Source: an optimization exercise on an open RTL-to-GDS flow (aim: small area, a short achievable clock period and few clock cycles per item). Production flows keep margins and buffers that such runs may drop.
RTL that was checked went through simulation tests only; none was proved equivalent to the original.
Power is estimated from default activity; no workload was simulated.

==> flow/design.v (excerpt) <==
module joystick_mouse_button_qualifier_unit (
    input  logic                                i_clk,
    input  logic                                i_rst_n,
    input  logic                                s_axis_tvalid,
    output logic                                s_axis_tready,
    input  logic [jmbq_pkg::IN_TDATA_W-1:0]     s_axis_tdata,
    output logic                                m_axis_tvalid,
    input  logic                                m_axis_tready,
    output logic [jmbq_pkg::OUT_TDATA_W-1:0]    m_axis_tdata,
    input  logic                                i_cfg_we,
    input  logic [jmbq_pkg::CFG_IDX_W-1:0]      i_cfg_idx,
    input  logic [jmbq_pkg::CFG_DATA_W-1:0]     i_cfg_wdata
);
export LEC_CHECK = 0
export CAP_MARGIN = 20
export CORE_MARGIN = 2
export CORE_UTILIZATION = 40
export CTS_CLUSTER_DIAMETER = 132
export CTS_CLUSTER_SIZE = 28
export SLEW_MARGIN = 20
create_clock -name core_clock -period 10.0 [get_ports {i_clk}]
standard.sh (not shown) runs the stock make flow with config.mk's settings and CLKGATE_MAP_FILE= SYNTH_SCRIPT=/design/flow/synth_recipe.tcl, a recipe that flattens the netlist after the stock synthesis.
==> flow/flow/run.sh <==
#!/bin/bash
# Standard synthesis and layout (the standard.sh, unchanged scripts); the
# only difference from the standard flow's own layout is a larger setup slack margin for
# ORFS's repair_timing steps, so that repair keeps improving paths past the
# point where they meet the (unchanged) 10 ns constraint.
set -euo pipefail
cd "$(dirname "$0")/.."
MARGIN=$(cat flow/margin.txt)
bash standard.sh synth > synth_make.log 2>&1
bash standard.sh SETUP_SLACK_MARGIN=$MARGIN finish > layout_make.log 2>&1
==> flow/flow/margin.txt <==
6.55
Testbench counts at the start, summed over its fixed seeds: cycles 3,296, polls 3,200.
Then changed:
--- a/flow/config.mk
+++ b/flow/config.mk
@@ -9,5 +9,3 @@
 export CORE_MARGIN = 2
 export CORE_UTILIZATION = 40
-export CTS_CLUSTER_DIAMETER = 132
-export CTS_CLUSTER_SIZE = 28
 export SLEW_MARGIN = 20
Worst setup slack gets worse by 0.018 ns.
Wire length rose by 1.7%.
Final area goes up by 4.1%.
Then changed:
--- a/flow/config.mk
+++ b/flow/config.mk
@@ -9,3 +9,5 @@
 export CORE_MARGIN = 2
 export CORE_UTILIZATION = 40
+export CTS_CLUSTER_DIAMETER = 132
+export CTS_CLUSTER_SIZE = 24
 export SLEW_MARGIN = 20
Effect: Design area shrinks by about 3.5%; core utilization came out lower by 1.6 points; cell count fell by about 1.9%; power went down by 12%; combinational power hardly moves; routed wire length decreases by about 1.3%; clock-buffer cell count is lower by 73.

---

joystick_mouse_button_qualifier_unit, a different RTL version from the one above (not shown whole).
For scale: about 4100 cells after synthesis, ~920 flip-flops, about 52000 um2 of cells after synthesis.
clock: 10.0 ns
lec_check: 0
cap_margin: 20
core_margin: 2
core_utilization: 40
cts_cluster_diameter: 132
cts_cluster_size: 24
slew_margin: 20
tns_end_percent: 30
Scripts as last shown in full above: flow/flow/run.sh, flow/flow/margin.txt
Next try:
--- a/flow/config.mk
+++ b/flow/config.mk
@@ -13,2 +13 @@
 export SLEW_MARGIN = 20
-export TNS_END_PERCENT = 30
- via count is about the same
- fmax increases by 4.0%
- routed wire length went down by 1.1%
- hold slack is worse by 0.034 ns
- critical path depth grows by 10
- cell area barely changes
- die area is unchanged
- synthesized area is unchanged
- non-clock buffer count rose by 8
- flip-flop and latch count does not change
Function was not checked in any run of this note: the RTL went through the layout flow alone.

---

raven:
Another version of the RTL of joystick_mouse_button_qualifier_unit (not shown whole).
For scale: roughly 4200 cells after synthesis, roughly 810 flip-flops, roughly 49000 um2 of cells after synthesis.
Settings: LEC_CHECK=0, CAP_MARGIN=20, CORE_MARGIN=2, CORE_UTILIZATION=60, SLEW_MARGIN=20; clock period 10.0 ns.
==> flow/flow/margin.txt <==
6.15
Scripts as last shown in full above: flow/flow/run.sh
The flow did not stop early for raven: all stages ran, and the layout cleared the timing, design-rule and antenna checks.
Testbench counts of raven, summed over its fixed seeds: cycles 3,280, polls 3,200.
Changes in juniper relative to raven:
--- a/flow/config.mk
+++ b/flow/config.mk
@@ -10 +10 @@
-export CORE_UTILIZATION = 60
+export CORE_UTILIZATION = 40
Findings:
raven leaves less setup margin than juniper. Diff raven -> juniper: floorplan core area grew by 51%; sequential share of cell area shrank by 0.77 points; part of the power in the clock network grew by 0.7 points.
Input changes introduced in delta (baseline for comparison: juniper):
--- a/flow/config.mk
+++ b/flow/config.mk
@@ -10,0 +11,2 @@
+export CTS_CLUSTER_DIAMETER = 132
+export CTS_CLUSTER_SIZE = 24
==> comparison <==
delta finished every step from synthesis to the final layout, and the layout passed the timing, design-rule and antenna checks.
The depth of the most critical reg-to-reg path number comes out lower for juniper vs delta.
Looking at final instance area across both flows, delta is the stronger of the two, with juniper trailing.
Of delta and juniper, the run reporting the higher sequential share of layout area was delta.
The number of H-tree levels in delta sits 1 below the value recorded for juniper.
The fraction of synthesized cell area in xor and xnor cells on delta is in line with that on juniper.
Compared with juniper, delta shows a lower data arrival time at the worst-slack endpoint.
delta against juniper: share of synthesized flip-flops with an asynchronous set or reset barely changed, post-layout total power dropped 10%, fmax climbed about 0.34%, global-route wire length before repair dropped 1.5%.
## Diff of input files: pepper against delta
==> flow/flow/margin.txt <==
6.7
--- a/flow/config.mk
+++ b/flow/config.mk
@@ -11,2 +10,0 @@
-export CTS_CLUSTER_DIAMETER = 132
-export CTS_CLUSTER_SIZE = 24
### Flow results
- Iteration-0 DRC count of the detailed router, delta and pepper: smaller value in pepper
- pepper ended up with more standard cells than delta.
- Taking delta as the reference, in pepper sequential share of layout area lost 2.5 points, count of buffers added by post-CTS timing repair for setup picked up an extra 38, routed wire length picked up an extra 3.4 mm, area added between synthesis and finish picked up an extra 6.9 points, buffer share of cell area picked up an extra 0.63 points.
- In pepper the post-route worst setup slack turned out 0.041 ns higher than in delta.
diff inputs: pepper => willow
--- a/flow/config.mk
+++ b/flow/config.mk
@@ -10,0 +11 @@
+export CTS_BUF_LIST = sky130_fd_sc_hd__clkbuf_8
==> results.txt <==
pepper -> willow: aggregate routed wire length flat
Between pepper and willow, the cell count went up.
Internal cell power (lower): willow
On willow: critical path depth is 1 lower than what pepper gave.
Relative to pepper, the wire length the detailed router placed on met1 measured on willow has decreased slightly.

==> what the ideal ports hide <==
Ports are ideal in the flow. The routed layouts listed here were re-timed in OpenROAD. Step 1 assumes that a clkbuf_16 drives the clock port and a buf_2 every other input. Step 2, shift: input delay + t, output delay - t, t = (earliest + latest rising clock arrival at the registers) / 2. This alone moves slack from input paths to output paths. a / b / c = no drivers / after step 1 / after step 2; a / b = the first two.
run	t (ns)	setup slack, ns	slew at the worst register clock pin (ns)	pins driven straight from the clock port
the first run of note 1	0.703	6.633 / 6.580 / 5.959	0.12 / 0.12	1
the second run of note 1	0.771	6.615 / 6.567 / 5.895	0.07 / 0.07	1
the third run of note 1	0.716	6.594 / 6.571 / 5.922	0.11 / 0.11	1
the first run of note 2	0.739	6.403 / 6.326 / 5.789	0.11 / 0.11	1
the second run of note 2	0.722	6.540 / 6.540 / 6.058	0.11 / 0.11	1
raven	0.714	6.100 / 6.100 / 5.607	0.06 / 0.06	1
juniper	0.734	6.136 / 6.136 / 5.500	0.07 / 0.07	1
delta	0.698	6.149 / 6.149 / 5.565	0.11 / 0.11	1
pepper	0.730	6.191 / 6.191 / 5.971	0.07 / 0.07	1
willow	0.911	6.186 / 6.186 / 5.864	0.07 / 0.07	1
After both steps setup and hold are still met in every run listed. The setup slack of the second run of note 1, which loses most, moves by -0.048 ns with the drivers and by -0.720 ns with both steps.
